Context: an optimization exercise on an open-source flow, tuned for small area and a short achievable clock period. The choices shown serve that exercise and are no tape-out recipe.
In this exercise RTL edits were held to simulation tests only and were not proved equivalent to the original.
Power and IR drop assume default switching activity.

==> exp/raven: inputs <==
## wallace_mul
module wallace_mul (
	input  logic                  clk,
	input  logic                  rst_n,
	input  logic                  in_valid,
	input  logic [31:0]           a,
	input  logic [31:0]           b,
	output logic [63:0]           product,
	output logic                  out_valid
);
export LEC_CHECK = 0
export ABC_AREA = 1
export CAP_MARGIN = 20
export CORE_MARGIN = 2
export CORE_UTILIZATION = 40
export CTS_BUF_LIST = sky130_fd_sc_hd__clkbuf_8
export SETUP_SLACK_MARGIN = 1.1
export SLEW_MARGIN = 20
create_clock -name core_clock -period 3.5 [get_ports {clk}]
standard.sh (not shown) runs the stock make flow with config.mk's settings and CLKGATE_MAP_FILE= SYNTH_SCRIPT=/design/flow/synth_recipe.tcl, a recipe that flattens the netlist after the stock synthesis.
==> flow/flow/run.sh <==
#!/bin/bash
# Standard layout with three changes:
# - if flow/abc.script exists, synthesis maps with it instead of ORFS's ABC script
#   (a copy of ORFS's scripts folder with only that file replaced; ABC maps the
#   combinational logic only, so registers and their names are the standard ones);
# - between synthesis and floorplan, fapol.py removes the inverters Yosys leaves
#   around its full-adder cells (a full adder is self-dual, so it can work on
#   complemented nets instead);
# - the port buffers are a plain buffer cell (PORT_BUF), not the delay cell
#   buffer_ports picks by default.
set -euo pipefail
W=$PWD
PORT_BUF=$(cat $W/flow/port_buf.txt 2>/dev/null || echo sky130_fd_sc_hd__buf_4)
export BUFFER_PORTS_ARGS="-buffer_cell $PORT_BUF"
if [[ -f $W/flow/abc.script ]]; then
  rm -rf $W/scripts_local
  cp -r $FLOW_HOME/scripts $W/scripts_local
  cp $W/flow/abc.script $W/scripts_local/abc_speed.script
  cp $W/flow/abc.script $W/scripts_local/abc_area.script
  export SCRIPTS_DIR=$W/scripts_local
fi
R=$W/orfs/results/$FLOW_PLATFORM/wallace_mul/base
bash standard.sh $R/1_2_yosys.v > $W/synth.log 2>&1
cp $R/1_2_yosys.v $W/1_2_yosys.std.v
python3 $W/flow/fapol.py $W/1_2_yosys.std.v $R/1_2_yosys.v > $W/fapol.log 2>&1
bash standard.sh > $W/layout.log 2>&1
Other scripts of this flow, unchanged in this note and not shown: flow/flow/fapol.py, flow/flow/port_buf.txt
==> exp/fjord (differences from exp/raven) <==
--- a/flow/config.mk
+++ b/flow/config.mk
@@ -10,5 +10,5 @@
 export CORE_MARGIN = 2
-export CORE_UTILIZATION = 40
+export CORE_UTILIZATION = 55
 export CTS_BUF_LIST = sky130_fd_sc_hd__clkbuf_8
-export SETUP_SLACK_MARGIN = 1.1
+export SETUP_SLACK_MARGIN = 1.05
 export SLEW_MARGIN = 20
==> exp/juniper (differences from exp/raven) <==
--- a/flow/config.mk
+++ b/flow/config.mk
@@ -12,3 +12,4 @@
 export CTS_BUF_LIST = sky130_fd_sc_hd__clkbuf_8
-export SETUP_SLACK_MARGIN = 1.1
+export SETUP_SLACK_MARGIN = 1.2
 export SLEW_MARGIN = 20
+export TNS_END_PERCENT = 10
==> results_dict.tcl <==
set metrics [dict create \
    ff2ff_path_depth 4 \
    worstMarginPinSlew_ns 0.7963 \
    finalPower_uw 48480 \
    num-nets-final 4693 \
    outcome "finished clean" \
]
the above is filed under exp/juniper

==> results_dict.tcl <==
set metrics [dict create \
    finalPower_uw 47440 \
    fp.coreArea_mm2 0.09015 \
    num-nets-final 4663 \
    outcome "finished clean" \
    worstMarginPinSlew_ns 0.7754 \
    dp_hpwl_mm 89.98 \
    ff2ff_path_depth 4 \
]
the above is filed under exp/raven

==> results_dict.tcl <==
set metrics [dict create \
    drc 0 \
    worstMarginPinSlew_ns 0.7227 \
    outcome "finished clean" \
    finalPower_uw 48100 \
    num-nets-final 4669 \
]
the above is filed under exp/fjord


* * *

==> branch lagoon: inputs <==
Starting RTL as in the previous note.
Settings: LEC_CHECK=0, ABC_AREA=1, CAP_MARGIN=20, CORE_MARGIN=2, CORE_UTILIZATION=40, CTS_BUF_LIST=sky130_fd_sc_hd__clkbuf_8, SETUP_SLACK_MARGIN=1.1, SLEW_MARGIN=20; clock period 3.5 ns.
==> flow/flow/fapol.py <==
#!/usr/bin/env python3
"""Remove inverters around full-adder cells in a mapped sky130hd netlist.

A full adder is self-dual: FA(~a,~b,~c) = (~cout, ~sum).  Yosys's extract_fa often
picks the complemented form and leaves inverters between adder cells.  This script
chooses, for every fa cell, whether to use it complemented, so as to need as few
inverters as possible, and swaps xor2/xnor2 (xor3/xnor3) drivers whose every load
wants the other polarity.  Registers and ports are untouched.

Usage: fapol.py IN.v OUT.v
"""
import re, sys, random
from collections import defaultdict

src = open(sys.argv[1]).read()
m = re.search(r'\bmodule\s+(\S+)\s*\((.*?)\);', src, re.S)
ports = set(p.strip() for p in m.group(2).split(','))
body_start = src.index(';', m.end() - 1) + 1
endm = src.rindex('endmodule')

inst_re = re.compile(r'^\s*(sky130_fd_sc_hd__\w+)\s+(\S+)\s*\((.*?)\);\s*$', re.S | re.M)
pin_re = re.compile(r'\.(\w+)\(\s*([^()]*?)\s*\)')
OUTPINS = {'X', 'Y', 'Q', 'Q_N', 'SUM', 'COUT', 'HI', 'LO', 'GCLK'}

cells = []          # [type, name, [(pin, net)]]
first = None
last = None
for mm in inst_re.finditer(src, body_start, endm):
    if first is None:
        first = mm.start()
    last = mm.end()
    cells.append([mm.group(1), mm.group(2), pin_re.findall(mm.group(3))])
header = src[:first]
# anything between instances other than whitespace would be lost: check
rest = inst_re.sub('', src[first:last])
assert rest.strip() == '', rest.strip()[:200]
trailer = src[last:]


def base(t):
    return re.sub(r'_\d+$', '', t.replace('sky130_fd_sc_hd__', ''))


def portnet(n):
    return n.split('[')[0].lstrip('\\').strip() in ports or n in ports


driver = {}
for i, (t, name, pins) in enumerate(cells):
    for p, n in pins:
        if p in OUTPINS:
            driver[n] = (i, p)

removable = set()
for i, (t, name, pins) in enumerate(cells):
    if base(t) in ('inv', 'clkinv'):
        d = dict(pins)
        if not portnet(d['Y']) and not portnet(d['A']):
            removable.add(i)


def root(n):
    q = 0
    while n in driver and driver[n][0] in removable:
        n = dict(cells[driver[n][0]][2])['A']
        q ^= 1
    return n, q


isfa = [base(t) == 'fa' for t, _, _ in cells]
x = [0] * len(cells)
fixed = set()
# sinks per root: list of (cell, pin index, parity)
sinks = defaultdict(list)
port_roots = set()
for i, (t, name, pins) in enumerate(cells):
    if i in removable:
        continue
    for k, (p, n) in enumerate(pins):
        if p in OUTPINS:
            continue
        r, q = root(n)
        sinks[r].append((i, k, q))
# ports that are outputs read a net; keep the polarity of their drivers
for n in list(driver):
    if portnet(n):
        r, q = root(n)
        port_roots.add(r)
        if driver[r][0] is not None:
            fixed.add(driver[r][0])
swappable = {'xor2': 'xnor2', 'xnor2': 'xor2', 'xor3': 'xnor3', 'xnor3': 'xor3'}
swap = [0] * len(cells)


def drv_flip(r):
    d = driver.get(r)
    if d is None:
        return 0
    return x[d[0]]


def need(r):
    """(needs true, needs complement) at root r, physical."""
    nt = nc = 0
    dx = drv_flip(r)
    for (i, k, q) in sinks[r]:
        if q ^ x[i] ^ dx:
            nc = 1
        else:
            nt = 1
    return nt, nc


def cost_root(r):
    nt, nc = need(r)
    if not nc:
        return 0
    d = driver.get(r)
    if d is not None and not nt and base(cells[d[0]][0]) in swappable and r not in port_roots:
        return 0.001  # swap the driver instead of adding an inverter
    return 1


def roots_of(i):
    rs = set()
    for p, n in cells[i][2]:
        if p in OUTPINS:
            rs.add(n)
        else:
            rs.add(root(n)[0])
    return rs


fa_idx = [i for i in range(len(cells)) if isfa[i] and i not in fixed and i not in removable]
rofs = {i: roots_of(i) for i in fa_idx}
total0 = sum(cost_root(r) for r in sinks)
random.seed(1)
for it in range(20):
    changed = 0
    order = list(fa_idx)
    random.shuffle(order)
    for i in order:
        rs = rofs[i]
        before = sum(cost_root(r) for r in rs)
        x[i] ^= 1
        after = sum(cost_root(r) for r in rs)
        if after < before - 1e-9:
            changed += 1
        else:
            x[i] ^= 1
    if not changed:
        break
total1 = sum(cost_root(r) for r in sinks)

# ---------------------------------------------------------------- rewrite
out_cells = []
new_wires = []
need_new = set()
inv_net = {}
ninv = 0
nswap = 0
for r in sinks:
    nt, nc = need(r)
    if not nc:
        continue
    d = driver.get(r)
    if d is not None and not nt and base(cells[d[0]][0]) in swappable and r not in port_roots:
        swap[d[0]] = 1
        nswap += 1
        continue
    nm = '_fapol_n%d_' % len(inv_net)
    inv_net[r] = nm
    new_wires.append(nm)
# an inverter of the root that a sink already used, and that still has a sink
# needing the complement, is kept as it was (it keeps Yosys's fanout split)
kept = set()
for i, (t, name, pins) in enumerate(cells):
    if i in removable:
        continue
    for p, n in pins:
        if p in OUTPINS:
            continue
        r, q = root(n)
        if q == 1 and q ^ x[i] ^ drv_flip(r) and n in driver and driver[n][0] in removable \
                and dict(cells[driver[n][0]][2])['A'] == r and r in inv_net:
            kept.add(driver[n][0])
for i, (t, name, pins) in enumerate(cells):
    if i in removable and i not in kept:
        continue
    if i in kept:
        out_cells.append((t, name, pins))
        continue
    if swap[i]:
        b = base(t)
        t = t.replace('__' + b + '_', '__' + swappable[b] + '_')
        ren = {'xnor2': {'Y': 'X'}, 'xor2': {'X': 'Y'}}.get(b, {})
        pins = [(ren.get(p, p), n) for p, n in pins]
    newpins = []
    for p, n in pins:
        if p not in OUTPINS:
            r, q = root(n)
            dx = drv_flip(r)
            if q ^ x[i] ^ dx:
                if q == 1 and n in driver and driver[n][0] in kept:
                    used_new_inv = False
                elif r in inv_net:
                    n = inv_net[r]
                    need_new.add(r)
                else:
                    n = r   # driver was swapped
            else:
                n = r
        newpins.append((p, n))
    if x[i]:
        # complemented adder: swap nothing, the polarity is carried by its nets
        pass
    out_cells.append((t, name, newpins))
for r, nm in inv_net.items():
    if r not in need_new:
        new_wires.remove(nm)
        continue
    ninv += 1
    out_cells.append(('sky130_fd_sc_hd__inv_1', '_fapol_i%d_' % ninv, [('A', r), ('Y', nm)]))

# nets whose sinks and drivers all vanished stay declared; harmless
hdr = header.rstrip() + '\n' + ''.join('  wire %s;\n' % w for w in new_wires)
o = [hdr]
for t, name, pins in out_cells:
    o.append('  %s %s (\n%s\n  );\n' % (t, name, ',\n'.join('    .%s(%s)' % (p, n + (' ' if n.startswith('\\') else '')) for p, n in pins)))
o.append(trailer)
open(sys.argv[2], 'w').write(''.join(o))
print('fapol: inverters removable %d, adders %d flipped %d, inverters kept %d, new %d, xor swaps %d (cost %.0f -> %.0f)'
      % (len(removable), len(fa_idx), sum(x), len(kept), ninv, nswap, total0, total1), file=sys.stderr)
Scripts as last shown in full above: flow/flow/run.sh
Other scripts of this flow, unchanged in this note and not shown: flow/flow/port_buf.txt
==> branch harbor: changes against branch lagoon <==
--- a/flow/flow/fapol.py
+++ b/flow/flow/fapol.py
@@ -157,3 +157,2 @@
 new_wires = []
-need_new = set()
 inv_net = {}
@@ -173,20 +172,4 @@
     new_wires.append(nm)
-# an inverter of the root that a sink already used, and that still has a sink
-# needing the complement, is kept as it was (it keeps Yosys's fanout split)
-kept = set()
 for i, (t, name, pins) in enumerate(cells):
     if i in removable:
-        continue
-    for p, n in pins:
-        if p in OUTPINS:
-            continue
-        r, q = root(n)
-        if q == 1 and q ^ x[i] ^ drv_flip(r) and n in driver and driver[n][0] in removable \
-                and dict(cells[driver[n][0]][2])['A'] == r and r in inv_net:
-            kept.add(driver[n][0])
-for i, (t, name, pins) in enumerate(cells):
-    if i in removable and i not in kept:
-        continue
-    if i in kept:
-        out_cells.append((t, name, pins))
         continue
@@ -203,7 +186,4 @@
             if q ^ x[i] ^ dx:
-                if q == 1 and n in driver and driver[n][0] in kept:
-                    used_new_inv = False
-                elif r in inv_net:
+                if r in inv_net:
                     n = inv_net[r]
-                    need_new.add(r)
                 else:
@@ -218,5 +198,2 @@
 for r, nm in inv_net.items():
-    if r not in need_new:
-        new_wires.remove(nm)
-        continue
     ninv += 1
@@ -231,3 +208,3 @@
 open(sys.argv[2], 'w').write(''.join(o))
-print('fapol: inverters removable %d, adders %d flipped %d, inverters kept %d, new %d, xor swaps %d (cost %.0f -> %.0f)'
-      % (len(removable), len(fa_idx), sum(x), len(kept), ninv, nswap, total0, total1), file=sys.stderr)
+print('fapol: inverters removable %d, adders %d flipped %d, inverters after %d, xor swaps %d (cost %.0f -> %.0f)'
+      % (len(removable), len(fa_idx), sum(x), ninv, nswap, total0, total1), file=sys.stderr)
--- a/flow/config.mk
+++ b/flow/config.mk
@@ -10,4 +10,5 @@
 export CORE_MARGIN = 2
-export CORE_UTILIZATION = 40
+export CORE_UTILIZATION = 62
 export CTS_BUF_LIST = sky130_fd_sc_hd__clkbuf_8
+export PLACE_DENSITY = 0.72
 export SETUP_SLACK_MARGIN = 1.1
==> summary of the runs <==
Branch harbor produced a clean layout. Branch lagoon went through all stages and came out clean. In branch harbor the via count is higher than in branch lagoon, by about 2.8%. Against branch lagoon, the register-to-register slack of branch harbor is higher by 0.05 ns. Sequential power is about the same in branch harbor and branch lagoon. Between branch harbor and branch lagoon, the lower clock power is in branch lagoon (gap about 3.7%, measured against branch lagoon). Of branch lagoon and branch harbor, branch harbor has the higher first-iteration DRC count (gap about 16%, measured against branch harbor). Of branch harbor and branch lagoon, branch harbor has the higher setup slack (gap 0.017 ns). Of branch harbor and branch lagoon, branch lagoon has the higher clock skew (gap 0.037 ns). In branch harbor the wire length is smaller than in branch lagoon, by about 4.4%.

* * *

==> inputs of run a <==
Starting RTL as in the previous note.
==> flow/config.mk <==
export PLATFORM = sky130hd
export DESIGN_NAME = wallace_mul
export DESIGN_NICKNAME = wallace_mul
export VERILOG_FILES = /design/flow/design.v
export SDC_FILE = /design/flow/constraint.sdc
export NUM_CORES = 4
export LEC_CHECK = 0
export ABC_AREA = 1
export CAP_MARGIN = 20
export CORE_MARGIN = 2
export CORE_UTILIZATION = 40
export CTS_BUF_LIST = sky130_fd_sc_hd__clkbuf_8
export SETUP_SLACK_MARGIN = 1.2
export SLEW_MARGIN = 20
export TNS_END_PERCENT = 2
==> flow/constraint.sdc <==
create_clock -name core_clock -period 3.5 [get_ports {clk}]
set_input_delay 0.7000 -clock core_clock [delete_from_list [all_inputs] [get_ports {clk}]]
set_output_delay 0.7000 -clock core_clock [all_outputs]
set_load 0.01 [all_outputs]
Scripts as last shown in full above: flow/flow/run.sh
Other scripts of this flow, unchanged in this note and not shown: flow/flow/fapol.py, flow/flow/port_buf.txt
==> inputs of run b, as changes to run a <==
Settings changed: SETUP_SLACK_MARGIN 1.2 to 1.1, TNS_END_PERCENT 2 to 10.
==> reports/metrics.cfg <==
[run_status]
run_status=no timing/DRC/antenna violations

[power_and_ir_drop]
leakage_nw=18.8

[placed_design]
pre_cts_ws_ns=0.233
dp.cells=5080

[final_layout]
design_area_sq_mm=0.0424

Source of the figures above: run b

==> reports/metrics.cfg <==
[run_status]
run_status=no timing/DRC/antenna violations

[critical_path]
critical_path_class=in -> reg

[placed_design]
pre_cts_ws_ns=0.204

[final_layout]
largest_class=multi-input gates
design_area_sq_mm=0.0434

[power_and_ir_drop]
leakage_nw=19.2

[yosys]
netlist_instances=3899

Source of the figures above: run a


* * *

==> inputs of 11-20 <==
wallace_mul again, from the RTL that the note above started with.
// wallace_mul
module wallace_mul (
	input  logic                  clk,
	input  logic                  rst_n,
	input  logic                  in_valid,
	input  logic [31:0]           a,
	input  logic [31:0]           b,
	output logic [63:0]           product,
	output logic                  out_valid
);
clock: 3.5 ns
lec_check: 0
abc_area: 1
cap_margin: 20
core_margin: 2
core_utilization: 40
cts_buf_list: sky130_fd_sc_hd__clkbuf_8
setup_slack_margin: 1.45
slew_margin: 20
tns_end_percent: 1
Scripts as last shown in full above: flow/flow/run.sh
Other scripts of this flow, unchanged in this note and not shown: flow/flow/fapol.py, flow/flow/port_buf.txt
==> 12-01 (differences from 11-20) <==
SETUP_SLACK_MARGIN = 1.35   (was 1.45)
TNS_END_PERCENT = 5   (was 1)
==> qor summary <==
                                                                                     12-01                11-20
Run status                                                no timing/DRC/antenna violations  no timing/DRC/antenna violations
Met2 capacity usage during global routing                                            41.9%                41.2%
Logic depth of the worst setup path including buffers                                    4                   11
Pin count of the biggest net entering global routing                                    38                   33
Multi-input gate share of total cell area                                            56.3%                57.3%
Total placed instance area                                                      39700 um^2           39600 um^2
Sequential cell area                                                            10500 um^2           10500 um^2
Post-place setup slack                                                            0.191 ns             0.290 ns
Critical register-to-register path startpoint                                r1397$_DFF_P_        r1930$_DFF_P_
Length of the first detailed-routing pass in iterations                                  8                    5
Clock group total power                                                          0.00596 W            0.00578 W
Buffers outside the clock class                                                        342                  297
Clock-cell share                                                                     4.36%                4.36%
Clock edge transition at the registers on the reported setup and hold paths        0.07 ns              0.06 ns
Capture point of the worst reg-to-reg path                                   r1929$_DFF_P_  product[56]$_DFF_P_
Vias                                                                                 29745                28523

[port drivers added, routing unchanged]
In the flow no input, the clock included, has a driving cell. The finished layouts below were timed again as built, in two steps.
Step 1, drivers: a clkbuf_16 drives clk and a buf_2 each remaining input, both assumed.
Step 2, shift: input delay + t, output delay - t, t = (earliest + latest rising clock arrival at the registers) / 2. This alone moves slack from input paths to output paths.
Three values: ideal, step 1, step 2; two values: the first two.
| run | t, ns | slack for setup (ns) | pins driven straight from the clock port |
|---|---|---|---|
| exp/raven | 0.776 | 1.122 / 1.081 / 0.305 | 1 |
| exp/fjord | 0.762 | 1.054 / 1.090 / 0.328 | 1 |
| exp/juniper | 0.778 | 1.067 / 1.067 / 0.449 | 1 |
| branch lagoon | 0.800 | 1.093 / 1.093 / 0.295 | 1 |
| branch harbor | 0.754 | 1.110 / 1.140 / 0.395 | 1 |
| run a | 0.784 | 1.088 / 1.069 / 0.285 | 1 |
| run b | 0.762 | 1.055 / 1.088 / 0.326 | 1 |
| 11-20 | 0.775 | 1.079 / 1.062 / 0.287 | 1 |
| 12-01 | 0.789 | 1.096 / 1.096 / 0.381 | 1 |
After both steps every run listed still meets setup and hold. For exp/raven, which loses most, drivers alone change the setup slack by -0.041 ns; drivers and shift together by -0.817 ns.
